This is an optimization exercise on Yosys and OpenROAD, whose aim is small area, not a production implementation. RTL that was checked went through simulation tests only; none was proved equivalent to the original. Only the layout flow was run in run 1; the RTL was not checked for function there. Power is estimated from default activity; no workload was simulated.

==> design/flow/design.v <==
`timescale 1ns / 1ps
package gerd_pkg;
   localparam int NUM_BUTTONS = 32;
   localparam int CNT_WIDTH   = 9;
   localparam logic [7:0] RESET_HOLD_DELAY    = 8'd30;
   localparam logic [7:0] RESET_REPEAT_PERIOD = 8'd6;
   localparam logic [7:0] RESET_DEAD_ZONE     = 8'd20;
endpackage
`timescale 1ns / 1ps
module gerd_stick (
   input  logic        [7:0] raw,
   input  logic        [7:0] dead_zone,
   output logic signed [7:0] offset
);
   logic [7:0] centered;
   logic [7:0] magnitude;
   always_comb begin
      centered  = raw ^ 8'h80;
      magnitude = centered[7] ? (~centered + 8'd1) : centered;
      offset    = (magnitude < dead_zone) ? 8'sd0 : $signed(centered);
   end
endmodule
`timescale 1ns / 1ps
module gerd_lane (
   input  logic [gerd_pkg::CNT_WIDTH-1:0] s,
   input  logic [gerd_pkg::CNT_WIDTH-1:0] wrap_at,      
   input  logic                           wrap_at_one,  
   input  logic [gerd_pkg::CNT_WIDTH-1:0] delay_p1,     
   output logic                           fire_held,    
   output logic [gerd_pkg::CNT_WIDTH-1:0] s_held,       
   output logic                           level         
);
   localparam int W = gerd_pkg::CNT_WIDTH;
   logic [W-1:0] inc;
   logic         zero;
   logic         first;
   logic         wrap;
   function automatic logic less(input logic [W-1:0] a, input logic [W-1:0] b);
      less = 1'b0;
      for (int i = 0; i < W; i++) less = (~a[i] & b[i]) | ((~a[i] | b[i]) & less);
   endfunction
   always_comb begin
      zero   = (s == '0);
      first  = (s[W-1:1] == '0);
      wrap   = ~less(s, wrap_at) | (zero & wrap_at_one);
      inc    = s + W'(1);
      inc[0] = inc[0] & ~zero;
      inc[1] = inc[1] | zero;
      fire_held = first | wrap;
      s_held    = wrap ? delay_p1 : inc;
   end
   assign level = ~zero;
endmodule
`timescale 1ns / 1ps
module gamepad_edge_repeat_deadzone_unit (
   input  logic               clock,
   input  logic               reset,
   input  logic               req_valid,
   output logic               req_stall,
   input  logic        [31:0] req_buttons,
   input  logic        [7:0]  req_stick_x_raw,
   input  logic        [7:0]  req_stick_y_raw,
   output logic               rsp_valid,
   input  logic               rsp_stall,
   output logic        [31:0] rsp_pressed_mask,
   output logic        [31:0] rsp_released_mask,
   output logic        [31:0] rsp_held_mask,
   output logic        [31:0] rsp_repeat_mask,
   output logic signed [7:0]  rsp_stick_x_offset,
   output logic signed [7:0]  rsp_stick_y_offset,
   input  logic               csr_valid,
   output logic               csr_ready,
   input  logic        [1:0]  csr_index,
   input  logic        [7:0]  csr_data
);
   logic [7:0] delay_ff;
   logic [7:0] period_ff;
   logic [7:0] dz_ff;
   assign csr_ready = 1'b1;
   always_ff @(posedge clock) begin
      if (reset) begin
         delay_ff  <= gerd_pkg::RESET_HOLD_DELAY;
         period_ff <= gerd_pkg::RESET_REPEAT_PERIOD;
         dz_ff     <= gerd_pkg::RESET_DEAD_ZONE;
      end else if (csr_valid) begin
         case (csr_index)
            2'd0:    delay_ff  <= csr_data;
            2'd1:    period_ff <= csr_data;
            2'd2:    dz_ff     <= csr_data;
            default: ;
         endcase
      end
   end
   logic [7:0] period_min1;
   logic [8:0] wrap_at;
   logic [8:0] delay_p1;
   logic       wrap_at_one;
   assign period_min1 = {period_ff[7:1], period_ff[0] | (period_ff[7:1] == 7'd0)};
   assign wrap_at     = {1'b0, delay_ff} + {1'b0, period_min1};
   assign delay_p1    = {1'b0, delay_ff} + 9'd1;
   assign wrap_at_one = (wrap_at == 9'd1);
   logic accept;
   assign req_stall = rsp_valid & rsp_stall;
   assign accept    = req_valid & ~req_stall;
   always_ff @(posedge clock) begin
      if (reset) begin
         rsp_valid <= 1'b0;
      end else if (accept) begin
         rsp_valid <= 1'b1;
      end else if (!rsp_stall) begin
         rsp_valid <= 1'b0;
      end
   end
   localparam int W = gerd_pkg::CNT_WIDTH;
   logic [31:0] fire;
   logic [31:0] level;      
   logic [31:0] prev_ff;    
   for (genvar lane = 0; lane < gerd_pkg::NUM_BUTTONS; lane++) begin : g_lane
      logic [W-1:0] s_ff;
      logic [W-1:0] s_held;
      logic         fire_held;
      gerd_lane u_lane (
         .s           (s_ff),
         .wrap_at     (wrap_at),
         .wrap_at_one (wrap_at_one),
         .delay_p1    (delay_p1),
         .fire_held   (fire_held),
         .s_held      (s_held),
         .level       ()
      );
      assign level[lane] = (s_ff != '0);
      assign fire[lane] = req_buttons[lane] & fire_held;
      always_ff @(posedge clock) begin
         if (reset) begin
            s_ff <= '0;
         end else if (accept) begin
            s_ff <= req_buttons[lane] ? s_held : '0;
         end
      end
   end
   logic signed [7:0] stick_x_in;
   logic signed [7:0] stick_y_in;
   gerd_stick u_stick_x (
      .raw       (req_stick_x_raw),
      .dead_zone (dz_ff),
      .offset    (stick_x_in)
   );
   gerd_stick u_stick_y (
      .raw       (req_stick_y_raw),
      .dead_zone (dz_ff),
      .offset    (stick_y_in)
   );
   always_ff @(posedge clock) begin
      if (accept) begin
         prev_ff            <= level;
         rsp_repeat_mask    <= fire;
         rsp_stick_x_offset <= stick_x_in;
         rsp_stick_y_offset <= stick_y_in;
      end
   end
   assign rsp_held_mask     = level;
   assign rsp_pressed_mask  = level & ~prev_ff;
   assign rsp_released_mask = ~level & prev_ff;
endmodule
==> design/flow/flow/run.sh <==
#!/bin/bash
# Own layout flow: the standard synthesis, then the same synthesis again with an
# area-oriented ABC mapping script (same registers and names, checked below), then the standard flow's
# standard layout steps with the port buffers made of buf_1 cells.
# Each tool's output goes to a log file of its own in the work folder.
set -euo pipefail
W=$(pwd)
R=$W/orfs/results/$FLOW_PLATFORM/gamepad_edge_repeat_deadzone_unit/base

bash standard.sh synth > $W/log_1_standard_synth.txt 2>&1
cp $R/1_2_yosys.v $W/std_1_2_yosys.v

# 2. the same synthesis with the area-oriented ABC script
sed "s|log_cmd abc {\*}\$abc_args|set abc_args [lreplace \$abc_args 1 1 $W/flow/abc_area.script]; log_cmd abc {*}\$abc_args|" \
    $FLOW_HOME/scripts/synth.tcl > $W/own_orfs_synth.tcl
grep -q "abc_area.script" $W/own_orfs_synth.tcl
sed "s|source \$::env(SCRIPTS_DIR)/synth.tcl|source $W/own_orfs_synth.tcl|" $W/synth_recipe.tcl > $W/own_synth.tcl
grep -q "own_orfs_synth.tcl" $W/own_synth.tcl
rm -f $R/1_2_yosys.v $R/1_2_yosys.sdc $R/1_synth.odb $R/1_synth.sdc
bash standard.sh SYNTH_SCRIPT=$W/own_synth.tcl synth > $W/log_2_own_synth.txt 2>&1
cp $R/1_2_yosys.v $W/own_1_2_yosys.v

# the registers must be the standard synthesis's, by name and cell type
regs() { grep -oE "sky130_fd_sc_hd__(dfxtp|edfxtp|dfrtp|dfstp|dfbbp|dfrbp|sdfxtp|dlxtp)_[0-9]+ +[^ ]+" "$1" | sed -E 's/_[0-9]+ +/ /' | sort; }
if ! diff <(regs $W/std_1_2_yosys.v) <(regs $W/own_1_2_yosys.v) > $W/log_3_register_diff.txt; then
   echo "registers differ from the standard synthesis; using it" >> $W/log_3_register_diff.txt
   rm -f $R/1_2_yosys.v $R/1_2_yosys.sdc $R/1_synth.odb $R/1_synth.sdc
   bash standard.sh synth > $W/log_2b_standard_synth_again.txt 2>&1
fi

# 3. the standard layout steps
bash standard.sh "BUFFER_PORTS_ARGS=-buffer_cell sky130_fd_sc_hd__buf_1" finish > $W/log_4_layout.txt 2>&1
==> design/flow/flow/abc_area.script <==
strash
dc2
&get -n
&st
&dch -f
&nf -R 1000 -p
&put
topo
stime -c
==> design/flow/standard.sh <==
#!/bin/bash
# synth_recipe.tcl (not shown) runs the flow's synth.tcl, then flattens the netlist and writes it again
# the make line also repeats each setting of config.mk as NAME=value (left out here)
make -C /OpenROAD-flow-scripts/flow DESIGN_CONFIG=/design/flow/config.mk WORK_HOME=/design/flow/orfs CLKGATE_MAP_FILE= SYNTH_SCRIPT=/design/flow/synth_recipe.tcl "${@:-finish}"
==> design/flow/config.mk <==
export PLATFORM = sky130hd
export DESIGN_NAME = gamepad_edge_repeat_deadzone_unit
export DESIGN_NICKNAME = gamepad_edge_repeat_deadzone_unit
export VERILOG_FILES = /design/flow/design.v
export SDC_FILE = /design/flow/constraint.sdc
export NUM_CORES = 4
export LEC_CHECK = 0
export CAP_MARGIN = 20
export CORE_MARGIN = 2
export CORE_UTILIZATION = 50
export GPL_TIMING_DRIVEN = 0
export SLEW_MARGIN = 20
==> design/flow/constraint.sdc <==
create_clock -name core_clock -period 5.0 [get_ports {clock}]
set_input_delay 1.0000 -clock core_clock [delete_from_list [all_inputs] [get_ports {clock}]]
set_output_delay 1.0000 -clock core_clock [all_outputs]
set_load 0.01 [all_outputs]
==> results of run 1 <==
## sequential cells by signal (all words and copies together) (netlist names)
signal              count
g_lane.s_ff           288
rsp_valid               1
prev_ff                32
dz_ff                   8
rsp_repeat_mask        32
delay_ff                8
rsp_stick_x_offset      8
period_ff               8
rsp_stick_y_offset      8
## path summary, 6_finish.rpt
check | start | cells past startpoint | end
max reg2reg | delay_ff[0] | 15 | rsp_repeat_mask[30]
max | delay_ff[0] | 15 | rsp_repeat_mask[30]
min | period_ff[0] | 2 | period_ff[0]
min reg2reg | period_ff[0] | 2 | period_ff[0]
## logic make-up (layout without fill, tap and decap cells)
| family | Yosys count | count (layout) | synth area share (%) |
|---|---|---|---|
| xor gates and xnor gates | 183 | 183 | 6.49 |
| adders and majority gates | 122 | 122 | 5.89 |
| other | 1 | 1 | 0.0152 |
| muxes | 26 | 26 | 1.07 |
| AOI/OAI and AO/OA | 1055 | 1056 | 27.1 |
| buffers and inverters | 118 | 512 | 1.81 |
| and+or+nand+nor | 1195 | 1196 | 22.5 |
| DFF | 393 | 393 | 35.1 |
## cells in the final DEF (no fill, tap or decap), types with 64 or more instances in the layout
cell type and instances:
dfxtp_1 312, nand2_1 439, buf_1 206, a221oi_1 64, nor2_1 360, nand4_1 66
edfxtp_1 80, clkinv_1 115, a31oi_1 101, ha_1 87, a22oi_1 195, a21oi_1 128
o22ai_1 99, o21ai_0 291, xnor2_1 121, and4_1 66
## power groups by stage
| stage | clock network [mW] | registers [mW] | logic, mW |
|---|---|---|---|
| final | 3.44 | 3.56 | 2.35 |
| after floorplan | 0 | 3.61 | 1.30 |
| after detailed placement | 0 | 3.62 | 2.23 |
| after CTS | 3.51 | 3.55 | 2.27 |
| after global routing | 3.63 | 3.58 | 2.55 |
| after global placement | 0 | 3.62 | 1.97 |
## per-stage QoR
stage | hold WS, ns | worst slack, ns | util, %
5_1_grt | 0.491 | -0.0282 | 61.4
4_1_cts | 0.466 | -0.0984 | 60.8
2_1_floorplan | 0.430 | 0.0244 | -
3_5_place_dp | 0.459 | -0.613 | 57.0
3_3_place_gp | 0.457 | -7.13 | 54.1
6_report | 0.468 | 0.209 | 61.4
## cell type report
cell class                      instances  share of cell area [%]
Clock buffer                           80                    5.01
Inverter                              117                    1.49
Multi-Input combinational cell       2584                    53.7
Timing Repair Buffer                  308                    8.04
Buffer                                  1                  0.0250
Tap cell                              664                    2.77
Sequential cell                       393                    28.9
Clock inverter                          6                   0.113
## cell usage after synthesis, types with 2 or more instances
cell type and n:
o22ai_1 99, and4_1 66, o32ai_1 28, o21bai_1 9, nor3_1 51, a22oi_1 195, a32oi_1 16, xor2_1 54
nand3_1 19, and2_0 52, a21oi_1 158, or2_0 5, a211oi_1 5, o211ai_1 36, a2bb2oi_1 4, mux2_1 3
or3_1 12, ha_1 89, a221oi_1 64, dfxtp_1 313, edfxtp_1 80, nor2_1 360, o21ai_0 295, a21o_1 6
mux2i_1 23, and3_1 63, a21boi_0 14, nor3b_1 2, nand4_1 66, nor2b_1 14, xnor2_1 129, nand2_1 441
o21a_1 11, nand2b_1 17, clkinv_1 117, maj3_1 32, nor4_1 24, a31oi_1 101, o31a_1 12
## what timing repair did
action	CTS	global route
buffers inserted	13	26
pin swaps	3	1
resized for setup	37	15
gates cloned	1	1
setup endpoints to repair	296	266
## tightest hold or removal path: stages, from the launching register on
cell	delay [ns]
dfxtp_1	0.32
nand2_1	0.05
a21oi_1	0.05
## layer usage
layer | vias to the layer above | wire length, um | track usage, %
met5 | - | 9 | 0
met1 | 12300 | 36300 | 43.4
met2 | 1005 | 36900 | 49.3
li1 | 12500 | - | -
met3 | 179 | 6460 | 4.11
met4 | 2 | 2470 | 10.8
==> reports/results.ini, run 1 <==
[timing]
max_slew_margin_pct=36.6
fmax_ghz=0.209
skew_ns=0.0151
fin_setup_tns_ns=0
hold_violations=0
period_minus_slack_ns=4.79
post-route-period-util_pct=95.8
worst_pin_slew_ns=0.949
finalMaxSlewViolations=0
setup_viol=0

[global_route]
grt_first_pass_wirelength_um=127000
first_global_vias=23100
grt_max_degree=99
grt_usage_pct=31.1
overflow=0
antenna_found_initial=3

[clocking]
clk_pin_slew_worst_paths_ns=0.06
cts_tree=done
postCtsHoldBufs=0
cts-root-buf=clkbuf_16
clock-sinks=393
cts_buffers=47
clkLatencyLatePin_ns=0.60
clk_path_buf_depth=3
htreeDepth=2

[critical_path]
cpPeakStageDelay_ns=0.52
required_ns=5.34
path_cells=buf_12 -> ha_4 -> fa_1 -> a21o_1 -> a21oi_2 -> o21bai_1 -> a21oi_2 -> xnor2_4 -> buf_16 -> and4_1 -> and3_4 -> buf_12 -> a21oi_2 -> o21ai_0 -> and2_0
critPathMaxFanout=19
critPathSlowestCell=a21oi_2
endpoint_kind=flip-flop
critical_path_arrival_ns=5.14
crit_top_cell=a21oi_2
regToRegSetupSlack_ns=0.21
critPathBufInv=3
path_delay_family=compound AO/OA/AOI/OAI gates
critPathKind=reg -> reg
critPathLaunchType=flip-flop

[routing]
wl_um=82100
vias=26000
drc=0
drt-pass1-iter-count=6
final_antenna_net_count=0
drt_iter0_drc=2435
wl_per_cell_um=19.8
viasPerCell=6.26

[run_status]
status=timing/DRC/antenna clean

[floorplanning]
die-height_um=226
start_util_pct=50.6
dieArea_um2=51200
coreArea_um2=48800
die_x_um=226
ios=210
row_count=81

[layout]
drive_gt1_share_pct=6.65
multi_input_area_um2=16100
syn2layout_area_growth_pct=21.6
final-seq-area_um2=8670
fin_cells=4153
antenna_cells=0
nets=3605
fillers=4460
finalInstanceArea_um2=30000

[logic_synthesis]
ys_ff_latch=393
yosysUniqueCellTypes=47
async_flop_share_pct=0
syn_inst=3093
synth_ff_type=dfxtp_1
synth_area_leaders=dfxtp_1, edfxtp_1, nand2_1
netlist.area_leader.share_pct=25.4
ys_warn_count=3
syn_avg_cell_area_um2=7.98
synth-edff-count=80
synth_top_area_cell=dfxtp_1
yosysSeqAreaShare_pct=35.1
syn_nets=3246
syn-cell-area_um2=24700

[power_and_ir_drop]
intPower_mw=6.32
swShare_pct=32.4
finalPower_mw=9.35
irDropWorstVdd_mv=0.300
power.share.clock_pct=36.8
p_sw_mw=3.03
p_leak_nw=10.4
powerDensity_nw_per_um2=311
seq_power_share_pct=38.1
power_frac_comb_pct=25.1

[place]
io_buffers=208
dpl_cell_area_um2=27800
gp_congestion=0.846
place_inst=4026
place_hpwl_um=51900

[worst_hold_path]
hold_path_class=reg -> reg

[flow_run]
cap_violations=0

==> run 2: changes to the inputs <==
--- a/design/flow/design.v
+++ b/design/flow/design.v
@@ -73,32 +73,37 @@
    input  logic        [1:0]  csr_index,
    input  logic        [7:0]  csr_data
 );
-   logic [7:0] delay_ff;
-   logic [7:0] period_ff;
+   logic [8:0] delay_p1;       
+   logic [7:0] period_m1;      
+   logic [8:0] wrap_at;        
+   logic       wrap_at_one;    
    logic [7:0] dz_ff;
+   logic [8:0] delay_p1_in;
+   logic [7:0] period_m1_in;
+   logic [8:0] wrap_at_in;
    assign csr_ready = 1'b1;
+   always_comb begin
+      delay_p1_in  = delay_p1;
+      period_m1_in = period_m1;
+      if (csr_valid && csr_index == 2'd0) delay_p1_in = {1'b0, csr_data} + 9'd1;
+      if (csr_valid && csr_index == 2'd1) period_m1_in = csr_data - {7'd0, csr_data != 8'd0};
+      wrap_at_in = delay_p1_in + {1'b0, period_m1_in};
+   end
    always_ff @(posedge clock) begin
       if (reset) begin
-         delay_ff  <= gerd_pkg::RESET_HOLD_DELAY;
-         period_ff <= gerd_pkg::RESET_REPEAT_PERIOD;
-         dz_ff     <= gerd_pkg::RESET_DEAD_ZONE;
-      end else if (csr_valid) begin
-         case (csr_index)
-            2'd0:    delay_ff  <= csr_data;
-            2'd1:    period_ff <= csr_data;
-            2'd2:    dz_ff     <= csr_data;
-            default: ;
-         endcase
+         delay_p1    <= {1'b0, gerd_pkg::RESET_HOLD_DELAY} + 9'd1;
+         period_m1   <= gerd_pkg::RESET_REPEAT_PERIOD - 8'd1;
+         wrap_at     <= {1'b0, gerd_pkg::RESET_HOLD_DELAY} + {1'b0, gerd_pkg::RESET_REPEAT_PERIOD};
+         wrap_at_one <= 1'b0;
+         dz_ff       <= gerd_pkg::RESET_DEAD_ZONE;
+      end else begin
+         delay_p1    <= delay_p1_in;
+         period_m1   <= period_m1_in;
+         wrap_at     <= wrap_at_in;
+         wrap_at_one <= (wrap_at_in == 9'd1);
+         if (csr_valid && csr_index == 2'd2) dz_ff <= csr_data;
       end
    end
-   logic [7:0] period_min1;
-   logic [8:0] wrap_at;
-   logic [8:0] delay_p1;
-   logic       wrap_at_one;
-   assign period_min1 = {period_ff[7:1], period_ff[0] | (period_ff[7:1] == 7'd0)};
-   assign wrap_at     = {1'b0, delay_ff} + {1'b0, period_min1};
-   assign delay_p1    = {1'b0, delay_ff} + 9'd1;
-   assign wrap_at_one = (wrap_at == 9'd1);
    logic accept;
    assign req_stall = rsp_valid & rsp_stall;
    assign accept    = req_valid & ~req_stall;
==> run 2 against run 1 <==
  * Still clean
  * Synthesized cell count up 2.3%
  * Largest power group unchanged
  * Final cell count is 0.22% higher
  * Routed wire length rose by 2.6%
  * Final area is 2.6% lower
  * Critical path type unchanged
  * Global-route usage shrank 0.054 points
  * Register-to-register slack got worse by 0.08 ns
  * Clock-buffer cell count fell by 6
  * Sequential power rose by about 10%
  * Clock power about the same
  * Highest routed layer is now met4
  * Sequential share of layout area rose by 1.6 points
==> reports/results.ini, run 2 <==
[routing]
wl_per_cell_um=20.2
viasPerCell=6.19
drc=0
wl_um=84300
vias=25800
drt_iter0_drc=2260
drt-pass1-iter-count=5
final_antenna_net_count=0

[floorplanning]
die-height_um=229
dieArea_um2=52400
ios=210
die_x_um=229
start_util_pct=50.5
coreArea_um2=50100
row_count=82

[timing]
period_minus_slack_ns=4.87
rsz0062_at_grt=no
finalMaxSlewViolations=0
hold_violations=0
fmax_ghz=0.205
post-route-period-util_pct=97.5
skew_ns=0.0167
max_slew_margin_pct=24.1
setup_viol=0
worst_pin_slew_ns=1.14

[logic_synthesis]
syn_inst=3164
synth-edff-count=80
synth_common_cells=a21oi_1, nor2_1, dfxtp_1
post-synth-top-count-cell=a21oi_1
synth_ff_type=dfxtp_1
ys_warn_count=3
yosysUniqueCellTypes=51
synth_top_area_cell=dfxtp_1
syn-cell-area_um2=25300
yosysSeqAreaShare_pct=35.2
ys_ff_latch=404
async_flop_share_pct=0
syn_nets=3320
synth_area_leaders=dfxtp_1, edfxtp_1, a21oi_1
syn_avg_cell_area_um2=7.99
netlist.area_leader.share_pct=25.7

[critical_path]
critical_path_arrival_ns=5.22
critPathSlowestCell=dfxtp_2
critPathMaxFanout=19
cpPeakStageDelay_ns=0.88
reg2reg_from=wrap_at[3]
crit_path_start=wrap_at[3]
path_delay_family=adder cells
required_ns=5.34
path_cells=clkinv_2 -> buf_12 -> maj3_1 -> a21oi_1 -> o2bb2ai_1 -> maj3_1 -> maj3_1 -> maj3_1 -> a21oi_2 -> o21ai_0 -> and2_0
reg2reg_to=rsp_repeat_mask[4]
cp_num_cells=11
rr_worst_depth=11
regToRegSetupSlack_ns=0.13
critPathKind=reg -> reg
critPathLaunchType=flip-flop
endpoint_kind=flip-flop
crit_top_cell=maj3_1
critPathBufInv=2

[global_route]
overflow=0
grt_usage_pct=31.1
antenna_found_initial=2
grt_max_degree=116
grt_first_pass_wirelength_um=131000
first_global_vias=23600

[clocking]
postCtsHoldBufs=0
clock-sinks=404
clkLatencyLatePin_ns=0.59
cts_tree=done
cts_setup_buffers=0
htreeDepth=2
cts-root-buf=clkbuf_16
clk_pin_slew_worst_paths_ns=0.06
clk_path_buf_depth=3
cts_buffers=48

[worst_hold_path]
hold_path_class=reg -> reg
hold_depth=2
hold-path-endpoint=dz_ff[2]
min_from=dz_ff[2]

[power_and_ir_drop]
powerDensity_nw_per_um2=343
irDropWorstVdd_mv=0.295
finalPower_mw=10.0
p_leak_nw=9.91

[place]
place_hpwl_um=49300
dpl_cell_area_um2=27600
io_buffers=208
gp_congestion=0.852

[layout]
drive_gt1_share_pct=4.56
finalInstanceArea_um2=29200
final_common_cell=a21oi_1
final_cell_mix=a21oi_1, nor2_1, dfxtp_1, nand2_1, o21ai_0
largestRegisters=g_lane.s_ff x288, prev_ff x32, rsp_repeat_mask x32
nets=3608
largest_register=g_lane.s_ff
syn2layout_area_growth_pct=15.7
largest_reg_flops=288
antenna_cells=0

[run_status]
status=timing/DRC/antenna clean

[flow_run]
cap_violations=0

## run 2: cell types whose count changed after synthesis, moves of 37 or more
cell      change
xnor2_1      -53
xor2_1       +57
clkinv_1     +85
o221ai_1     +37
maj3_1       +48
a21oi_1     +268
nand2_1     -141
o21ai_0      -64
a22oi_1      -87
## run 2: metal layers
metal,global-route usage (%),wire length [um],vias up
met1,43.2,37600,12300
li1,-,-,12400
met2,50.3,38000,936
met3,4.78,6570,137
met5,0,0,-
met4,8.28,2060,0
## run 2: logic make-up (layout without fill, tap and decap cells)
group | after synthesis | count (layout) | synth area share, %
compound gates | 1132 | 1132 | 27.1
xor+xnor | 187 | 187 | 6.48
fa+ha+maj | 173 | 173 | 7.80
buf+inv | 203 | 529 | 3.03
flops | 404 | 404 | 35.2
mux | 18 | 18 | 0.797
other cells | 1 | 1 | 0.0148
simple gates | 1046 | 1046 | 19.7
## run 2: final cells by class
type	count	area, um^2
fill	4704	20800
multi-input combinational	2557	15800
sequential	404	8930
clock buffer	74	1460
timing repair buffer	238	1370
tap	672	841
inverter	202	797
clock inverter	14	68.8
buffer	1	7.51
## run 2: tightest hold or removal path, stage by stage (launching register included)
cell and delay (ns):
dfxtp_1 0.33, a21oi_1 0.06, nand2_1 0.05
## run 2: stage by stage
| step | worst slack (ns) | utilization, % | instances | setup TNS (ns) | hold slack [ns] |
|---|---|---|---|---|---|
| final | 0.127 | 58.4 | 4162 | 0 | 0.473 |
| after global placement | -8.15 | 53.8 | 4044 | -2595.60 | 0.468 |
| after floorplan | 0.0686 | - | 3164 | 0 | 0.437 |
| after global routing | 0.0229 | 58.4 | 4162 | 0 | 0.513 |
| after detailed placement | -0.222 | 55.1 | 4073 | -2.94 | 0.464 |
| after CTS | 0.0204 | 58.2 | 4161 | 0 | 0.479 |
## run 2: power by group
group          switching [mW]  internal [mW]
registers               0.331           3.59
clock network            1.44           2.00
logic                    1.73          0.934
total                    3.50           6.52
## run 2: worst max path at each step
stage | endpoint
after CTS | rsp_repeat_mask[16]
after detailed placement | rsp_repeat_mask[4]
after global placement | wrap_at[7]
after global routing | g_lane[30].s_ff[5]
after floorplan | rsp_repeat_mask[30]
final | rsp_repeat_mask[4]
## run 2: what timing repair did
| action | 4_1_cts | 5_1_grt |
|---|---|---|
| pin swaps | 0 | 0 |
| setup endpoints to repair | 70 | 20 |
| resized for setup | 9 | 4 |
==> run 3: changes to the inputs <==
--- a/design/flow/design.v
+++ b/design/flow/design.v
@@ -10,14 +10,21 @@
 module gerd_stick (
    input  logic        [7:0] raw,
    input  logic        [7:0] dead_zone,
+   input  logic        [7:0] dead_zone_m1,    
    output logic signed [7:0] offset
 );
-   logic [7:0] centered;
-   logic [7:0] magnitude;
+   logic [7:0] m;
+   logic [7:0] limit;
+   logic       in_zone;
+   function automatic logic less(input logic [7:0] a, input logic [7:0] b);
+      less = 1'b0;
+      for (int i = 0; i < 8; i++) less = (~a[i] & b[i]) | ((~a[i] | b[i]) & less);
+   endfunction
    always_comb begin
-      centered  = raw ^ 8'h80;
-      magnitude = centered[7] ? (~centered + 8'd1) : centered;
-      offset    = (magnitude < dead_zone) ? 8'sd0 : $signed(centered);
+      m      = {1'b0, raw[7] ? raw[6:0] : ~raw[6:0]};
+      limit  = raw[7] ? dead_zone : dead_zone_m1;
+      in_zone = less(m, limit) & (raw[7] | (dead_zone != 8'd0));
+      offset = in_zone ? 8'sd0 : $signed({~raw[7], raw[6:0]});
    end
 endmodule
 `timescale 1ns / 1ps
@@ -145,15 +152,19 @@
    end
    logic signed [7:0] stick_x_in;
    logic signed [7:0] stick_y_in;
+   logic        [7:0] dz_m1;
+   assign dz_m1 = dz_ff - 8'd1;
    gerd_stick u_stick_x (
-      .raw       (req_stick_x_raw),
-      .dead_zone (dz_ff),
-      .offset    (stick_x_in)
+      .raw          (req_stick_x_raw),
+      .dead_zone    (dz_ff),
+      .dead_zone_m1 (dz_m1),
+      .offset       (stick_x_in)
    );
    gerd_stick u_stick_y (
-      .raw       (req_stick_y_raw),
-      .dead_zone (dz_ff),
-      .offset    (stick_y_in)
+      .raw          (req_stick_y_raw),
+      .dead_zone    (dz_ff),
+      .dead_zone_m1 (dz_m1),
+      .offset       (stick_y_in)
    );
    always_ff @(posedge clock) begin
       if (accept) begin
--- a/design/flow/flow/run.sh
+++ b/design/flow/flow/run.sh
@@ -1,6 +1,7 @@
 #!/bin/bash
 # Own layout flow: the standard synthesis, then the same synthesis again with an
-# area-oriented ABC mapping script (same registers and names, checked below), then the standard flow's
+# area-oriented ABC mapping script and without the adder cell mapping (same registers and
+# names, checked below), then the standard flow's
 # standard layout steps with the port buffers made of buf_1 cells.
 # Each tool's output goes to a log file of its own in the work folder.
 set -euo pipefail
@@ -17,7 +18,7 @@
 sed "s|source \$::env(SCRIPTS_DIR)/synth.tcl|source $W/own_orfs_synth.tcl|" $W/synth_recipe.tcl > $W/own_synth.tcl
 grep -q "own_orfs_synth.tcl" $W/own_synth.tcl
 rm -f $R/1_2_yosys.v $R/1_2_yosys.sdc $R/1_synth.odb $R/1_synth.sdc
-bash standard.sh SYNTH_SCRIPT=$W/own_synth.tcl synth > $W/log_2_own_synth.txt 2>&1
+bash standard.sh SYNTH_SCRIPT=$W/own_synth.tcl ADDER_MAP_FILE= synth > $W/log_2_own_synth.txt 2>&1
 cp $R/1_2_yosys.v $W/own_1_2_yosys.v
 
 # the registers must be the standard synthesis's, by name and cell type
--- a/design/flow/config.mk
+++ b/design/flow/config.mk
@@ -8,5 +8,7 @@
 export CAP_MARGIN = 20
 export CORE_MARGIN = 2
 export CORE_UTILIZATION = 50
+export CTS_CLUSTER_DIAMETER = 150
+export CTS_CLUSTER_SIZE = 30
 export GPL_TIMING_DRIVEN = 0
 export SLEW_MARGIN = 20
==> run 3 against run 2 <==
  * Synthesized cell count fell by 3.4%
  * Sequential power shrank 5%
  * Clock-buffer cell count decreased by 47
  * Maximum frequency is 2.4% higher
  * Global-route usage shrank 2.3 points
  * Clock skew increased by 0.023 ns
  * Final cell count is 5.3% lower
  * Area after synthesis decreased by 4.4%
  * Sequential share of layout area increased by 2.4 points
  * Worst setup slack improved by 0.12 ns
  * Largest cell class unchanged
==> reports/results.ini, run 3 <==
[critical_path]
critical_path_arrival_ns=5.26
endpoint_kind=flip-flop
critPathKind=reg -> reg
critPathMaxFanout=21
critPathLaunchType=flip-flop
required_ns=5.50

[layout]
largest_reg_flops=288
final_common_cell=nor2_1
syn2layout_area_growth_pct=11.8
largest_register=g_lane.s_ff
nets=3379
drive_gt1_share_pct=2.89
antenna_cells=0
largestRegisters=g_lane.s_ff x288, prev_ff x32, rsp_repeat_mask x32
final_cell_mix=nor2_1, a21oi_1, dfxtp_1, nand2_1, buf_1
fin_cells=3940

[clocking]
htreeDepth=1
cts_tree=done
postCtsHoldBufs=0
clk_path_buf_depth=3
clk_pin_slew_worst_paths_ns=0.12
cts-root-buf=clkbuf_16
cts_buffers=17
clock-sinks=404
clkLatencyLatePin_ns=0.56

[logic_synthesis]
synth-edff-count=80
synth_simple_gate_area_share_pct=22.5
netlist.area_leader.share_pct=26.8
synth_compound_area_share_pct=24.9
syn_avg_cell_area_um2=7.91
post-synth-top-count-cell=nor2_1
synth_top_family_by_area=compound AO/OA/AOI/OAI gates
ys_warn_count=3
yosysUniqueCellTypes=47
async_flop_share_pct=0
yosysSeqAreaShare_pct=36.8
synthXorXnorAreaFrac_pct=6.67
syn_inst=3056
synth_fa_ha_area_share_pct=5.63
synth_area_leaders=dfxtp_1, edfxtp_1, a21oi_1
synth_ff_type=dfxtp_1
syn_nets=3119
muxShareOfSynthArea_pct=1.98
ys_ff_latch=404
synth_top_area_cell=dfxtp_1
syn-cell-area_um2=24200
synth_common_cells=nor2_1, a21oi_1, dfxtp_1

[timing]
rsz0062_at_grt=no
hold_violations=0
post-route-period-util_pct=95.1
fmax_ghz=0.210
max_slew_margin_pct=23.2
skew_ns=0.0392
fin_hold_ws_ns=0.507
finalMaxSlewViolations=0
period_minus_slack_ns=4.76
worst_pin_slew_ns=1.15
setup_viol=0

[routing]
viasPerCell=6.10
vias=24000
drc=0
drt-pass1-iter-count=5
drt_iter0_drc=1998
wl_per_cell_um=19.1
wl_um=75300
final_antenna_net_count=0

[floorplanning]
die_x_um=224
die-height_um=224
dieArea_um2=50100
row_count=80
ios=210
coreArea_um2=47700
start_util_pct=50.6

[flow_run]
cap_violations=0

[global_route]
grt_first_pass_wirelength_um=117000
grt_max_degree=114
first_global_vias=21800
grt_usage_pct=28.7
antenna_found_initial=0
overflow=0

[place]
place_hpwl_um=45800
place_inst=3910
gp_congestion=0.813
io_buffers=208

[run_status]
status=timing/DRC/antenna clean

[power_and_ir_drop]
irDropWorstVdd_mv=0.273
p_leak_nw=9.15
powerDensity_nw_per_um2=275

[worst_hold_path]
hold_path_class=reg -> reg

run 3: worst paths after layout:
kind	startpoint	end	slack [ns]	cells past startpoint
worst max-delay path	wrap_at[1]	g_lane[2].s_ff[8]	0.24	16
worst min-delay path	dz_ff[7]	dz_ff[7]	0.51	2
worst max register to register	wrap_at[1]	g_lane[2].s_ff[8]	0.24	16
worst min register to register	dz_ff[7]	dz_ff[7]	0.51	2
run 3: repair_timing:
action                                 in CTS  in global routing
setup endpoints to repair                   9                 11
gates resized for setup                     1                  2
endpoints found under the hold margin       0                  0
buffers inserted                            0                  2
run 3: logic make-up after synthesis:
| family | count (synthesis) |
|---|---|
| other | 1 |
| XOR/XNOR | 184 |
| flip-flops | 404 |
| buffers and inverters | 97 |
| AO/OA/AOI/OAI | 1015 |
| AND/OR/NAND/NOR | 1175 |
| adder cells (fa/ha/maj) | 136 |
| multiplexers | 44 |
run 3: routing by layer:
layer | up-vias | track usage (%) | wire length (um)
met1 | 11500 | 38.6 | 34100
met2 | 728 | 49.4 | 35200
met3 | 107 | 3.00 | 4450
met5 | - | 0 | 0
met4 | 0 | 7.16 | 1570
li1 | 11700 | - | -
run 3: critical path, stage by stage (launching register included):
cell	delay, ns
dfxtp_1	0.35
clkinv_2	0.33
buf_12	0.33
maj3_1	0.36
maj3_1	0.36
maj3_1	0.37
maj3_1	0.36
maj3_1	0.36
maj3_1	0.36
maj3_1	0.36
maj3_1	0.43
a21oi_4	0.16
buf_12	0.15
o21ai_0	0.08
a21oi_1	0.17
a21oi_1	0.06
nor2_1	0.10
run 3: report_power, final:
group          total (mW)  switching [mW]  leakage [nW]  internal [mW]
Sequential           3.72           0.220          3.42           3.50
Clock                1.77            1.10         0.229          0.661
Combinational        1.94            1.24          5.51          0.702
Total                7.43            2.57          9.15           4.86
run 3: cell type report:
class	instances	area, um^2
fill	4575	20700
buffer	1	7.51
tap	615	769
multi-input combinational	2555	15000
clock buffer	27	463
sequential	404	8910
inverter	96	377
clock inverter	1	16.3
timing repair buffer	241	1480
run 3: stage by stage:
stage | total power [mW] | setup slack, ns | instance area, um^2 | TNS (ns) | util [%]
after floorplan | 4.93 | 0.0898 | 24200 | 0 | -
after global placement | 5.58 | -8.88 | 25700 | -2568.83 | 53.9
after detailed placement | 5.70 | -0.261 | 26500 | -2.25 | 55.4
after CTS | 7.46 | 0.0492 | 26900 | 0 | 56.4
after global routing | 7.80 | 0.0667 | 27000 | 0 | 56.6
final | 7.43 | 0.243 | 27000 | 0 | 56.6
==> run 4: changes to the inputs <==
==> design/flow/config.mk (replaced) <==
export PLATFORM = sky130hd
export DESIGN_NAME = gamepad_edge_repeat_deadzone_unit
export DESIGN_NICKNAME = gamepad_edge_repeat_deadzone_unit
export VERILOG_FILES = /design/flow/design.v
export SDC_FILE = /design/flow/constraint.sdc
export NUM_CORES = 4
export LEC_CHECK = 0
export CAP_MARGIN = 0
export CORE_MARGIN = 2
export CORE_UTILIZATION = 50
export CTS_CLUSTER_DIAMETER = 120
export CTS_CLUSTER_SIZE = 25
export GPL_TIMING_DRIVEN = 0
export SLEW_MARGIN = 0
==> run 4 against run 3 <==
  * Hold slack got worse by 0.0055 ns
  * Routed wire length fell by 0.16%
  * Still clean
  * Register-to-register slack barely moved
  * Sequential power barely moved
  * Total power rose by 2.1%
  * Combinational power barely moved
  * Synthesized cell count did not move
  * Non-clock buffer count fell by 3
  * Sequential share of layout area barely moved
==> reports/results.ini, run 4 <==
[timing]
fin_setup_tns_ns=0
max_slew_margin_pct=8.77
setup_viol=0
fmax_ghz=0.210
hold_violations=0
worst_pin_slew_ns=1.37
post-route-period-util_pct=95.2
rsz0062_at_grt=no
fin_hold_ws_ns=0.501
skew_ns=0.0280
period_minus_slack_ns=4.76
finalMaxSlewViolations=0

[layout]
largest_register=g_lane.s_ff
syn2layout_area_growth_pct=11.8
fillers=4567
largestRegisters=g_lane.s_ff x288, prev_ff x32, rsp_repeat_mask x32
largest_reg_flops=288
antenna_cells=0
final_util_pct=56.6
drive_gt1_share_pct=2.43
nets=3379
final_common_cell=nor2_1
final_cell_mix=nor2_1, a21oi_1, dfxtp_1, nand2_1, buf_1

[floorplanning]
die_x_um=224
die-height_um=224
dieArea_um2=50100
row_count=80
start_util_pct=50.6
coreArea_um2=47700
ios=210

[critical_path]
critPathLaunchType=flip-flop
critPathKind=reg -> reg
rr_worst_depth=14
critPathMaxFanout=21
required_ns=5.46
endpoint_kind=flip-flop
reg2reg_to=g_lane[2].s_ff[0]
critical_path_arrival_ns=5.22
regToRegSetupSlack_ns=0.24
reg2reg_from=wrap_at[0]

[worst_hold_path]
hold_depth=2
hold-path-endpoint=g_lane[10].s_ff[4]
min_from=g_lane[10].s_ff[4]
hold_path_class=reg -> reg

[routing]
drt_iter0_drc=1932
vias=24000
drc=0
viasPerCell=6.09
final_antenna_net_count=0
wl_um=75200
wl_per_cell_um=19.1
drt-pass1-iter-count=5

[clocking]
cts_tree=done
clk_path_buf_depth=3
clkLatencyLatePin_ns=0.57
cts.repair.resized=2
htreeDepth=1
clk_pin_slew_worst_paths_ns=0.10
postCtsHoldBufs=0
cts_setup_buffers=0
cts-root-buf=clkbuf_16
cts_buffers=20
clock-sinks=404

[logic_synthesis]
synth-edff-count=80
synth_top_family_by_area=compound AO/OA/AOI/OAI gates
ys_warn_count=3
synth_top_area_cell=dfxtp_1
synth_ff_type=dfxtp_1
muxShareOfSynthArea_pct=1.98
syn-cell-area_um2=24200
syn_avg_cell_area_um2=7.91
ys_ff_latch=404
yosysUniqueCellTypes=47
synth_common_cells=nor2_1, a21oi_1, dfxtp_1
synth_area_leaders=dfxtp_1, edfxtp_1, a21oi_1
netlist.area_leader.share_pct=26.8
synth_simple_gate_area_share_pct=22.5
post-synth-top-count-cell=nor2_1
syn_inst=3056
yosysSeqAreaShare_pct=36.8
synthXorXnorAreaFrac_pct=6.67
synth_fa_ha_area_share_pct=5.63
syn_nets=3119
async_flop_share_pct=0
synth_compound_area_share_pct=24.9

[global_route]
first_global_vias=21900
grt_usage_pct=28.7
grt_max_degree=145
grt_first_pass_wirelength_um=117000
overflow=0
antenna_found_initial=0

[power_and_ir_drop]
irDropWorstVdd_mv=0.284
powerDensity_nw_per_um2=281
finalPower_mw=7.59
p_leak_nw=9.16

[flow_run]
cap_violations=0

[run_status]
status=timing/DRC/antenna clean

[place]
place_hpwl_um=45600
io_buffers=208
gp_congestion=0.813

## run 4: cell counts after synthesis
Identical to the previous run, type by type.
## run 4: cell type report
cell class              count  area (um^2)  share of cell area [%]
well taps                 615          769                    2.85
multi-input cells        2555        15000                    55.3
flip-flops and latches    404         8900                    32.9
clock buffers              34          574                    2.12
inverters                  96          375                    1.39
clock inverters             1         30.0                   0.111
plain buffers               1         7.51                  0.0278
repair buffers            238         1410                    5.23
## run 4: cells by family (layout without fill, tap and decap cells)
kind of cell	count (synthesis)	count (layout)
flip-flops	404	404
multiplexers	44	44
AND/OR/NAND/NOR	1175	1175
AO/OA/AOI/OAI	1015	1015
other	1	1
buffers and inverters	97	370
XOR/XNOR	184	184
adder cells (fa/ha/maj)	136	136
## run 4: layer usage
metal | track usage, % | vias up | routed length [um]
li1 | - | 11700 | -
met1 | 38.8 | 11400 | 33900
met2 | 49.1 | 783 | 34600
met3 | 2.39 | 137 | 4690
met4 | 8.37 | 0 | 2050
met5 | 0 | - | 0
## run 4: worst max path at each step
stage / from / end / slack (ns) / depth (start not counted)
2_1_floorplan: wrap_at[1] / g_lane[2].s_ff[0] / 0.09 / 13
3_3_place_gp: reset / wrap_at[8] / -8.88 / 2
3_5_place_dp: wrap_at[4] / g_lane[2].s_ff[3] / -0.46 / 11
4_1_cts: wrap_at[0] / g_lane[2].s_ff[8] / 0.009 / 15
5_1_grt: wrap_at[0] / g_lane[6].s_ff[3] / 0.04 / 15
6_report: wrap_at[0] / g_lane[2].s_ff[0] / 0.24 / 14
## run 4: critical path, cell delays in order, from the launching register on
cell and delay, ns:
dfxtp_4 0.53, buf_12 0.26, nand2b_1 0.09, maj3_1 0.36
maj3_1 0.36, maj3_1 0.37, maj3_1 0.37, maj3_1 0.36
maj3_1 0.36, maj3_1 0.37, maj3_1 0.44, a21oi_4 0.37
o22ai_1 0.15, a22oi_1 0.19, nor2_1 0.05
## run 4: where the power goes
part,internal (mW),switching [mW],total (mW)
registers,3.50,0.199,3.70
logic,0.693,1.25,1.95
clock network,0.806,1.14,1.94
## run 4: per-stage QoR
step,setup WS [ns],cells,instance area (um^2)
CTS,0.00883,3944,27000
detailed placement,-0.458,3909,26400
floorplan,0.0898,3056,24200
global placement,-8.88,3879,25700
finish,0.238,3944,27000
global route,0.0404,3944,27000
==> run 5: changes to the inputs <==
==> design/flow/config.mk (replaced) <==
export PLATFORM = sky130hd
export DESIGN_NAME = gamepad_edge_repeat_deadzone_unit
export DESIGN_NICKNAME = gamepad_edge_repeat_deadzone_unit
export VERILOG_FILES = /design/flow/design.v
export SDC_FILE = /design/flow/constraint.sdc
export NUM_CORES = 4
export LEC_CHECK = 0
export CAP_MARGIN = 10
export CORE_MARGIN = 2
export CORE_UTILIZATION = 55
export CTS_CLUSTER_DIAMETER = 120
export CTS_CLUSTER_SIZE = 22
export GPL_TIMING_DRIVEN = 0
export SLEW_MARGIN = 10
==> run 5 against run 4 <==
  * Final area increased by 0.31%
  * Combinational power is essentially flat
  * Still clean on timing, DRC and antenna
  * Clock-buffer cell count up 4
  * Area after synthesis unchanged
  * Sequential share of layout area fell by 0.11 points
==> reports/results.ini, run 5 <==
[run_status]
status=timing/DRC/antenna clean

[global_route]
first_global_vias=22000
grt_max_degree=108
overflow=0
antenna_found_initial=1
grt_first_pass_wirelength_um=115000
grt_usage_pct=31.3

[clocking]
htreeDepth=1
clk_path_buf_depth=3
cts-root-buf=clkbuf_16
cts_setup_buffers=0
clkLatencyLatePin_ns=0.57
clock-sinks=404
cts_tree=done
clk_pin_slew_worst_paths_ns=0.10
postCtsHoldBufs=0
cts.repair.resized=1
cts_buffers=22

[place]
gp_congestion=0.842
pre_cts_slack_ns=-0.314
io_buffers=208
place_hpwl_um=44800
place_inst=3881

[floorplanning]
row_count=76
die_x_um=214
ios=210
start_util_pct=55.9
coreArea_um2=43300
dieArea_um2=45600
die-height_um=214

[logic_synthesis]
synth_common_cells=nor2_1, a21oi_1, dfxtp_1
synth_top_area_cell=dfxtp_1
yosysSeqAreaShare_pct=36.8
syn_nets=3119
netlist.area_leader.share_pct=26.8
syn-cell-area_um2=24200
ys_ff_latch=404
ys_warn_count=3
synth_ff_type=dfxtp_1
synth-edff-count=80
syn_avg_cell_area_um2=7.91
post-synth-top-count-cell=nor2_1
yosysUniqueCellTypes=47
synth_area_leaders=dfxtp_1, edfxtp_1, a21oi_1
async_flop_share_pct=0
syn_inst=3056

[timing]
hold_violations=0
max_slew_margin_pct=16.2
skew_ns=0.0244
worst_pin_slew_ns=1.25
finalMaxSlewViolations=0
fin_ws_ns=0.196
post-route-period-util_pct=96.1
period_minus_slack_ns=4.80
fin_hold_ws_ns=0.494
fmax_ghz=0.208
fin_setup_tns_ns=0
setup_viol=0
rsz0062_at_grt=no

[critical_path]
crit_path_start=wrap_at[0]
path_delay_family=adder cells
crit_top_cell=maj3_1
critPathBufInv=1
critPathKind=reg -> reg
critPathSlowestCell=dfxtp_2
reg2reg_from=wrap_at[0]
cpPeakStageDelay_ns=0.57
critPathMaxFanout=23
critical_path_arrival_ns=5.32
path_cells=buf_12 -> nand2b_1 -> maj3_1 -> maj3_1 -> maj3_1 -> maj3_1 -> maj3_1 -> maj3_1 -> maj3_1 -> maj3_1 -> a21oi_4 -> o21ai_0 -> a21oi_1 -> a21oi_1 -> nor2_1
endpoint_kind=flip-flop
critPathLaunchType=flip-flop
required_ns=5.51

[layout]
fillers=3962
final_cell_mix=nor2_1, a21oi_1, dfxtp_1, nand2_1, buf_1
syn2layout_area_growth_pct=12.2
largest_reg_flops=288
largest_register=g_lane.s_ff
drive_gt1_share_pct=2.64
final_common_cell=nor2_1
nets=3384
fin_cells=3922
largestRegisters=g_lane.s_ff x288, prev_ff x32, rsp_repeat_mask x32

[routing]
drc=0
final_antenna_net_count=0
drt-pass1-iter-count=6
wl_per_cell_um=18.7
vias=24300
drt_iter0_drc=2251
viasPerCell=6.19
wl_um=73400

[power_and_ir_drop]
p_leak_nw=9.22
irDropWorstVdd_mv=0.252
powerDensity_nw_per_um2=282

[worst_hold_path]
hold_path_class=reg -> reg
min_from=dz_ff[7]

[flow_run]
cap_violations=0

## run 5: cell counts after synthesis
No cell type changed its count.
## run 5: power by group
part | internal (mW) | switching (mW)
clock network | 0.876 | 1.14
registers | 3.50 | 0.196
logic | 0.700 | 1.25
## run 5: worst min-delay path, stage by stage, from the launching register on
cell,delay (ns)
dfxtp_1,0.33
clkinv_1,0.06
a211oi_1,0.06
## run 5: cell type report
class                   instances  area (um^2)  area share [%]
diodes                          1         2.50         0.00923
plain buffers                   1         7.51          0.0277
clock buffers                  38          632            2.33
clock inverters                 1         16.3          0.0600
inverters                      96          375            1.38
multi-input cells            2555        15000            55.2
flip-flops and latches        404         8900            32.8
well taps                     585          732            2.70
repair buffers                241         1480            5.47
## run 5: routing by layer
| metal | global-route usage [%] | wire [um] | up-vias |
|---|---|---|---|
| met4 | 10.3 | 2340 | 0 |
| met3 | 2.94 | 5300 | 163 |
| met5 | 0 | 0 | - |
| met1 | 43.2 | 32400 | 11500 |
| li1 | - | - | 11700 |
| met2 | 51.7 | 33300 | 904 |
## run 5: cells by family after synthesis
group                    Yosys count  synth area share, %
other                              1               0.0155
multiplexers                      44                 1.98
adder cells (fa/ha/maj)          136                 5.63
buffers and inverters             97                 1.52
flip-flops                       404                 36.8
AO/OA/AOI/OAI                   1015                 24.9
AND/OR/NAND/NOR                 1175                 22.5
XOR/XNOR                         184                 6.67
## run 5: final timing paths
path                        to  slack (ns)  depth (start not counted)
min reg2reg           dz_ff[7]        0.49                          2
max          g_lane[2].s_ff[8]        0.20                         15
max reg2reg  g_lane[2].s_ff[8]        0.20                         15
min                   dz_ff[7]        0.49                          2
## run 5: through the flow
step	area, um^2	utilization, %	power [mW]
floorplan	24200	-	4.93
CTS	27100	62.6	7.69
detailed placement	26400	61.1	5.69
global placement	25700	59.4	5.55
finish	27100	62.7	7.66
global route	27100	62.7	8.03
==> run 6: changes to the inputs <==
--- a/design/flow/design.v
+++ b/design/flow/design.v
@@ -32,16 +32,13 @@
    input  logic [gerd_pkg::CNT_WIDTH-1:0] s,
    input  logic [gerd_pkg::CNT_WIDTH-1:0] wrap_at,      
    input  logic                           wrap_at_one,  
-   input  logic [gerd_pkg::CNT_WIDTH-1:0] delay_p1,     
    output logic                           fire_held,    
-   output logic [gerd_pkg::CNT_WIDTH-1:0] s_held,       
-   output logic                           level         
+   output logic                           wrap,         
+   output logic [gerd_pkg::CNT_WIDTH-1:0] inc           
 );
    localparam int W = gerd_pkg::CNT_WIDTH;
-   logic [W-1:0] inc;
    logic         zero;
    logic         first;
-   logic         wrap;
    function automatic logic less(input logic [W-1:0] a, input logic [W-1:0] b);
       less = 1'b0;
       for (int i = 0; i < W; i++) less = (~a[i] & b[i]) | ((~a[i] | b[i]) & less);
@@ -54,9 +51,7 @@
       inc[0] = inc[0] & ~zero;
       inc[1] = inc[1] | zero;
       fire_held = first | wrap;
-      s_held    = wrap ? delay_p1 : inc;
    end
-   assign level = ~zero;
 endmodule
 `timescale 1ns / 1ps
 module gamepad_edge_repeat_deadzone_unit (
@@ -127,27 +122,27 @@
    logic [31:0] fire;
    logic [31:0] level;      
    logic [31:0] prev_ff;    
+   logic keep;
+   assign keep = ~accept & ~reset;
    for (genvar lane = 0; lane < gerd_pkg::NUM_BUTTONS; lane++) begin : g_lane
       logic [W-1:0] s_ff;
-      logic [W-1:0] s_held;
+      logic [W-1:0] inc;
       logic         fire_held;
+      logic         wrap;
+      logic         step;
       gerd_lane u_lane (
          .s           (s_ff),
          .wrap_at     (wrap_at),
          .wrap_at_one (wrap_at_one),
-         .delay_p1    (delay_p1),
          .fire_held   (fire_held),
-         .s_held      (s_held),
-         .level       ()
+         .wrap        (wrap),
+         .inc         (inc)
       );
       assign level[lane] = (s_ff != '0);
-      assign fire[lane] = req_buttons[lane] & fire_held;
+      assign fire[lane]  = req_buttons[lane] & fire_held;
+      assign step        = accept & ~reset & req_buttons[lane];
       always_ff @(posedge clock) begin
-         if (reset) begin
-            s_ff <= '0;
-         end else if (accept) begin
-            s_ff <= req_buttons[lane] ? s_held : '0;
-         end
+         s_ff <= ({W{step & wrap}} & delay_p1) | ({W{step & ~wrap}} & inc) | ({W{keep}} & s_ff);
       end
    end
    logic signed [7:0] stick_x_in;
==> design/flow/config.mk (replaced) <==
export PLATFORM = sky130hd
export DESIGN_NAME = gamepad_edge_repeat_deadzone_unit
export DESIGN_NICKNAME = gamepad_edge_repeat_deadzone_unit
export VERILOG_FILES = /design/flow/design.v
export SDC_FILE = /design/flow/constraint.sdc
export NUM_CORES = 4
export LEC_CHECK = 0
export CAP_MARGIN = 0
export CORE_MARGIN = 2
export CORE_UTILIZATION = 60
export CTS_CLUSTER_DIAMETER = 120
export CTS_CLUSTER_SIZE = 25
export GPL_TIMING_DRIVEN = 0
export SLEW_MARGIN = 0
==> run 6 against run 5 <==
  * Area after synthesis down 7.0%
  * Final cell count down 15%
  * Core utilization up 5.3 points
  * Largest cell class unchanged
  * Highest routed layer is now met5
==> reports/results.ini, run 6 <==
[power_and_ir_drop]
irDropWorstVdd_mv=0.232
seq_power_share_pct=53.2
power.share.clock_pct=27.7
power_frac_comb_pct=19.1
p_leak_nw=8.12
finalPower_mw=6.88
swShare_pct=31.1
intPower_mw=4.74
powerDensity_nw_per_um2=275
p_sw_mw=2.14

[worst_hold_path]
hold_depth=2
hold_path_class=reg -> reg

[routing]
wl_um=66700
drt-pass1-iter-count=6
final_antenna_net_count=0
drc=0
viasPerCell=6.53
vias=21800
drt_iter0_drc=2126
wl_per_cell_um=19.9

[logic_synthesis]
syn-cell-area_um2=22500
syn_avg_cell_area_um2=8.62
syn_inst=2610
synth_ff_type=dfxtp_1
post-synth-top-count-cell=dfxtp_1
yosysUniqueCellTypes=42
ys_warn_count=3
synth_area_leaders=dfxtp_1, edfxtp_1, a22oi_1
async_flop_share_pct=0
netlist.area_leader.share_pct=28.8
syn_nets=2673
synth_common_cells=dfxtp_1, o21ai_0, a22oi_1
synth_top_area_cell=dfxtp_1
ys_ff_latch=404
yosysSeqAreaShare_pct=39.5
synth-edff-count=80

[critical_path]
path_cells=clkinv_4 -> maj3_1 -> maj3_1 -> maj3_1 -> maj3_1 -> maj3_1 -> a21oi_1 -> a221oi_1 -> a21oi_1 -> o21ai_0 -> nand3b_1 -> nor3b_1 -> a221o_1
critPathKind=reg -> reg
endpoint_kind=flip-flop
cpPeakStageDelay_ns=0.77
cp_num_cells=13
critPathMaxFanout=34
required_ns=5.51
critPathLaunchType=flip-flop
crit_top_cell=maj3_1
critPathBufInv=1
critPathSlowestCell=dfxtp_2
path_delay_family=adder cells
rr_worst_depth=13
critical_path_arrival_ns=5.26

[clocking]
clk_pin_slew_worst_paths_ns=0.11
clkLatencyLatePin_ns=0.55
cts_tree=done
htreeDepth=1
cts_buffers=20
clock-sinks=404
clk_path_buf_depth=3
cts-root-buf=clkbuf_16
cts_setup_buffers=0

[global_route]
grt_first_pass_wirelength_um=105000
grt_usage_pct=33.4
first_global_vias=20200
grt_max_degree=83
overflow=0
antenna_found_initial=1

[timing]
skew_ns=0.0278
hold_violations=0
fin_setup_tns_ns=0
max_slew_margin_pct=35.9
fin_hold_ws_ns=0.524
fmax_ghz=0.210
finalMaxSlewViolations=0
post-route-period-util_pct=95.2
period_minus_slack_ns=4.76
worst_pin_slew_ns=0.962
setup_viol=0
rsz0062_at_grt=no

[layout]
nets=2927
final_util_pct=68.0
antenna_cells=0
largest_register=g_lane.s_ff
largest_reg_flops=288
largestRegisters=g_lane.s_ff x288, prev_ff x32, rsp_repeat_mask x32
final_cell_mix=dfxtp_1, o21ai_0, a22oi_1, nand2_1, buf_1
drive_gt1_share_pct=2.61
final_common_cell=dfxtp_1
syn2layout_area_growth_pct=11.3

[floorplanning]
die_x_um=198
start_util_pct=61.1
ios=210
row_count=70
coreArea_um2=36800
dieArea_um2=39000
die-height_um=198

[place]
place_hpwl_um=40900
gp_congestion=0.864
io_buffers=208

[run_status]
status=timing/DRC/antenna clean

[flow_run]
cap_violations=0

-- run 6: worst min-delay path, stage by stage, from the launching register on --
cell,delay [ns]
dfxtp_1,0.35
nand2_1,0.07
a21oi_1,0.06
-- run 6: what timing repair did --
item                                    in CTS  in global routing
resized for setup                            3                  2
endpoints found under the setup margin     125                 11
hold buffers                                 0                  0
cloned                                       0                  0
hold endpoints to repair                     0                  0
-- run 6: per-stage QoR --
step	cells	setup slack (ns)	cell area (um^2)
2_1_floorplan	2610	-0.0973	22500
3_3_place_gp	3286	-3.62	23900
3_5_place_dp	3309	-0.554	24400
4_1_cts	3344	0.122	25000
5_1_grt	3345	0.0212	25000
6_report	3345	0.242	25000
-- run 6: routing by layer --
layer  track usage [%]  vias up  part of all wire (%)
li1                  -    10400                     -
met3              3.69      166                   8.3
met2              55.1      851                    46
met4              10.4        2                   3.0
met1              45.9    10400                    43
met5                 0        -                 0.019
-- run 6: kinds of logic after synthesis --
| kind of cell | share of synthesized area, % |
|---|---|
| AO/OA/AOI/OAI | 26.5 |
| AND/OR/NAND/NOR | 18.6 |
| buffers and inverters | 2.70 |
| XOR/XNOR | 7.24 |
| other | 0.0167 |
| adder cells (fa/ha/maj) | 5.39 |
| flip-flops | 39.5 |
-- run 6: final cells by class --
cell class / instances / area, um^2
Fill cell: 3113 / 11800
Tap cell: 468 / 586
Clock inverter: 1 / 30.0
Timing Repair Buffer: 232 / 1280
Buffer: 1 / 7.51
Clock buffer: 34 / 574
Multi-Input combinational cell: 2045 / 13000
Inverter: 160 / 618
Sequential cell: 404 / 8910
-- run 6: final timing paths --
kind / startpoint / slack, ns / end
hold reg to reg: dz_ff[7] / 0.52 / dz_ff[7]
setup / recovery: wrap_at[2] / 0.24 / g_lane[27].s_ff[3]
hold / removal: dz_ff[7] / 0.52 / dz_ff[7]
setup reg to reg: wrap_at[2] / 0.24 / g_lane[27].s_ff[3]
-- run 6: power by group through the flow --
stage                     clock [mW]  combinational [mW]  sequential [mW]
after global routing            2.05                1.44             3.68
after CTS                       1.93                1.30             3.65
after detailed placement           0                1.29             3.73
after global placement             0                1.18             3.76
after floorplan                    0               0.794             3.68
final                           1.91                1.31             3.66
==> run 7: changes to the inputs <==
--- a/design/flow/config.mk
+++ b/design/flow/config.mk
@@ -7,7 +7,7 @@
 export LEC_CHECK = 0
 export CAP_MARGIN = 0
 export CORE_MARGIN = 2
-export CORE_UTILIZATION = 60
+export CORE_UTILIZATION = 50
 export CTS_CLUSTER_DIAMETER = 120
 export CTS_CLUSTER_SIZE = 25
 export GPL_TIMING_DRIVEN = 0
==> run 7 against run 6 <==
  * Largest cell class unchanged
  * Maximum frequency rose by 1.1%
  * Sequential share of layout area shrank 0.26 points
  * Hold slack got worse by 0.020 ns
  * Still clean on timing, DRC and antenna
==> reports/results.ini, run 7 <==
[run_status]
status=timing/DRC/antenna clean

[logic_synthesis]
syn-cell-area_um2=22500
netlist.area_leader.share_pct=28.8
syn_nets=2673
syn_avg_cell_area_um2=8.62
synth_ff_type=dfxtp_1
synth_common_cells=dfxtp_1, o21ai_0, a22oi_1
async_flop_share_pct=0
post-synth-top-count-cell=dfxtp_1
synth_area_leaders=dfxtp_1, edfxtp_1, a22oi_1
yosysUniqueCellTypes=42
syn_inst=2610
ys_ff_latch=404
synth-edff-count=80
ys_warn_count=3
synth_top_area_cell=dfxtp_1
yosysSeqAreaShare_pct=39.5

[floorplanning]
coreArea_um2=44300
row_count=77
start_util_pct=50.7
die-height_um=216
ios=210
dieArea_um2=46700
die_x_um=216

[routing]
drt-pass1-iter-count=6
final_antenna_net_count=0
drc=0
vias=21600
viasPerCell=6.22
wl_per_cell_um=20.1
wl_um=69900
drt_iter0_drc=2021

[power_and_ir_drop]
irDropWorstVdd_mv=0.358
finalPower_mw=6.94
powerDensity_nw_per_um2=275
p_leak_nw=8.14

[timing]
period_minus_slack_ns=4.71
finalMaxSlewViolations=0
skew_ns=0.0429
setup_viol=0
hold_violations=0
fmax_ghz=0.213
max_slew_margin_pct=35.7
worst_pin_slew_ns=0.964
rsz0062_at_grt=no
fin_ws_ns=0.295
post-route-period-util_pct=94.1

[clocking]
clk_pin_slew_worst_paths_ns=0.11
clk_path_buf_depth=3
cts_setup_buffers=0
postCtsHoldBufs=0
cts_tree=done
cts_buffers=20
clock-sinks=404
htreeDepth=1
cts-root-buf=clkbuf_16
cts.repair.resized=3
clkLatencyLatePin_ns=0.57

[critical_path]
required_ns=5.53
regToRegSetupSlack_ns=0.29
critPathLaunchType=flip-flop
critical_path_arrival_ns=5.23
endpoint_kind=flip-flop
critPathKind=reg -> reg
critPathMaxFanout=34

[layout]
final_common_cell=dfxtp_1
largest_register=g_lane.s_ff
syn2layout_area_growth_pct=12.1
largest_reg_flops=288
final_util_pct=56.9
nets=2928
fin_cells=3471
fillers=4079
drive_gt1_share_pct=2.64
largestRegisters=g_lane.s_ff x288, prev_ff x32, rsp_repeat_mask x32
antenna_cells=0
final_cell_mix=dfxtp_1, o21ai_0, a22oi_1, nand2_1, buf_1

[place]
pre_cts_slack_ns=-0.690
gp_congestion=0.832
io_buffers=208
place_hpwl_um=42400
place_inst=3434

[flow_run]
cap_violations=0

[global_route]
use_met1_pct=40.8
grt_use_met3_pct=3.56
first_global_vias=20100
grt_max_degree=83
grt_first_pass_wirelength_um=109000
use_met2_pct=46.9
antenna_found_initial=1
grt_busiest_layer=met2
grt_usage_pct=28.9
overflow=0

[worst_hold_path]
hold_path_class=reg -> reg

run 7: cell count changes in the layout (fill, tap and decap cells not counted):
cell,previous run,this run
clkbuf_1,13,14
clkinv_2,4,5
buf_16,3,4
inv_2,1,0
run 7: path summary, 6_finish.rpt:
check,startpoint,endpoint,cells past startpoint
worst max-delay path,wrap_at[2],g_lane[27].s_ff[1],13
worst min-delay path,dz_ff[7],dz_ff[7],2
worst min register to register,dz_ff[7],dz_ff[7],2
worst max register to register,wrap_at[2],g_lane[27].s_ff[1],13
run 7: through the flow:
step	hold slack (ns)	TNS [ns]	area, um^2
2_1_floorplan	0.445	-25.46	22500
3_3_place_gp	0.487	-1106.83	24000
3_5_place_dp	0.489	-53.53	24600
4_1_cts	0.505	0	25200
5_1_grt	0.533	0	25200
6_report	0.504	0	25200
run 7: per-layer routing:
layer / up-vias / wire [um]
li1: 10400 / -
met1: 10400 / 31700
met2: 671 / 31900
met3: 106 / 4650
met4: 2 / 1550
met5: - / 12
run 7: area by class of cell:
type,count,area (um^2),area share [%]
Buffer,1,7.51,0.0298
Clock buffer,35,578,2.29
Clock inverter,1,30.0,0.119
Inverter,160,619,2.46
Multi-Input combinational cell,2045,13000,51.6
Sequential cell,404,8910,35.3
Tap cell,592,741,2.94
Timing Repair Buffer,233,1310,5.21
run 7: cells by family (layout without fill, tap and decap cells):
kind of cell / Yosys count / after routing / share of synthesized area, %
AO/OA/AOI/OAI: 925 / 925 / 26.5
XOR/XNOR: 186 / 186 / 7.24
adder cells (fa/ha/maj): 121 / 121 / 5.39
buffers and inverters: 161 / 430 / 2.70
flip-flops: 404 / 404 / 39.5
other: 1 / 1 / 0.0167
AND/OR/NAND/NOR: 812 / 812 / 18.6
run 7: critical path, cell delays in order (launching register included):
cell      delay, ns
dfxtp_2        0.77
clkinv_4       0.59
maj3_1         0.51
maj3_1         0.37
maj3_1         0.36
maj3_1         0.37
maj3_1         0.36
a21oi_1        0.14
a221oi_1       0.08
a21oi_1        0.15
o21ai_0        0.13
nand3b_1       0.41
nor3b_1        0.29
a221o_1        0.13
run 7: power by group:
group	internal, mW	total [mW]	switching [mW]
combinational	0.477	1.33	0.854
sequential	3.47	3.66	0.198
clock	0.809	1.95	1.14
total	4.75	6.94	2.19

separate check: timing with driven ports:
No port has a modelled driver above. Below, the same layouts with a new extraction and two added sets of constraints.
Step 1 sets driving cells, clkbuf_16 on the clock port and buf_2 on the other inputs (assumed; they add their load-dependent delay and slew).
Step 2 times the ports against the registers' clock, not the clock port: input delays grow and output delays shrink by t, the midpoint of the rising clock arrivals with the driver on.
Slacks: ideal / step 1 / step 2; pairs: ideal / step 1.
run | t (ns) | setup WS [ns] | cell pins on the clock port's net
run 1 | 0.651 | 0.209 / 0.209 / 0.209 | 1
run 2 | 0.648 | 0.127 / 0.127 / 0.127 | 1
run 3 | 0.603 | 0.243 / 0.243 / -0.159 | 1
run 4 | 0.618 | 0.238 / 0.238 / -0.161 | 1
run 5 | 0.618 | 0.196 / 0.196 / -0.139 | 1
run 6 | 0.595 | 0.242 / 0.242 / -0.125 | 1
run 7 | 0.609 | 0.295 / 0.295 / -0.106 | 1
Met with ideal ports but missed after step 2: setup timing in 5 of these runs. The setup slack of run 3, which loses most, moves by 0.000 ns with the drivers and by -0.402 ns with both steps.
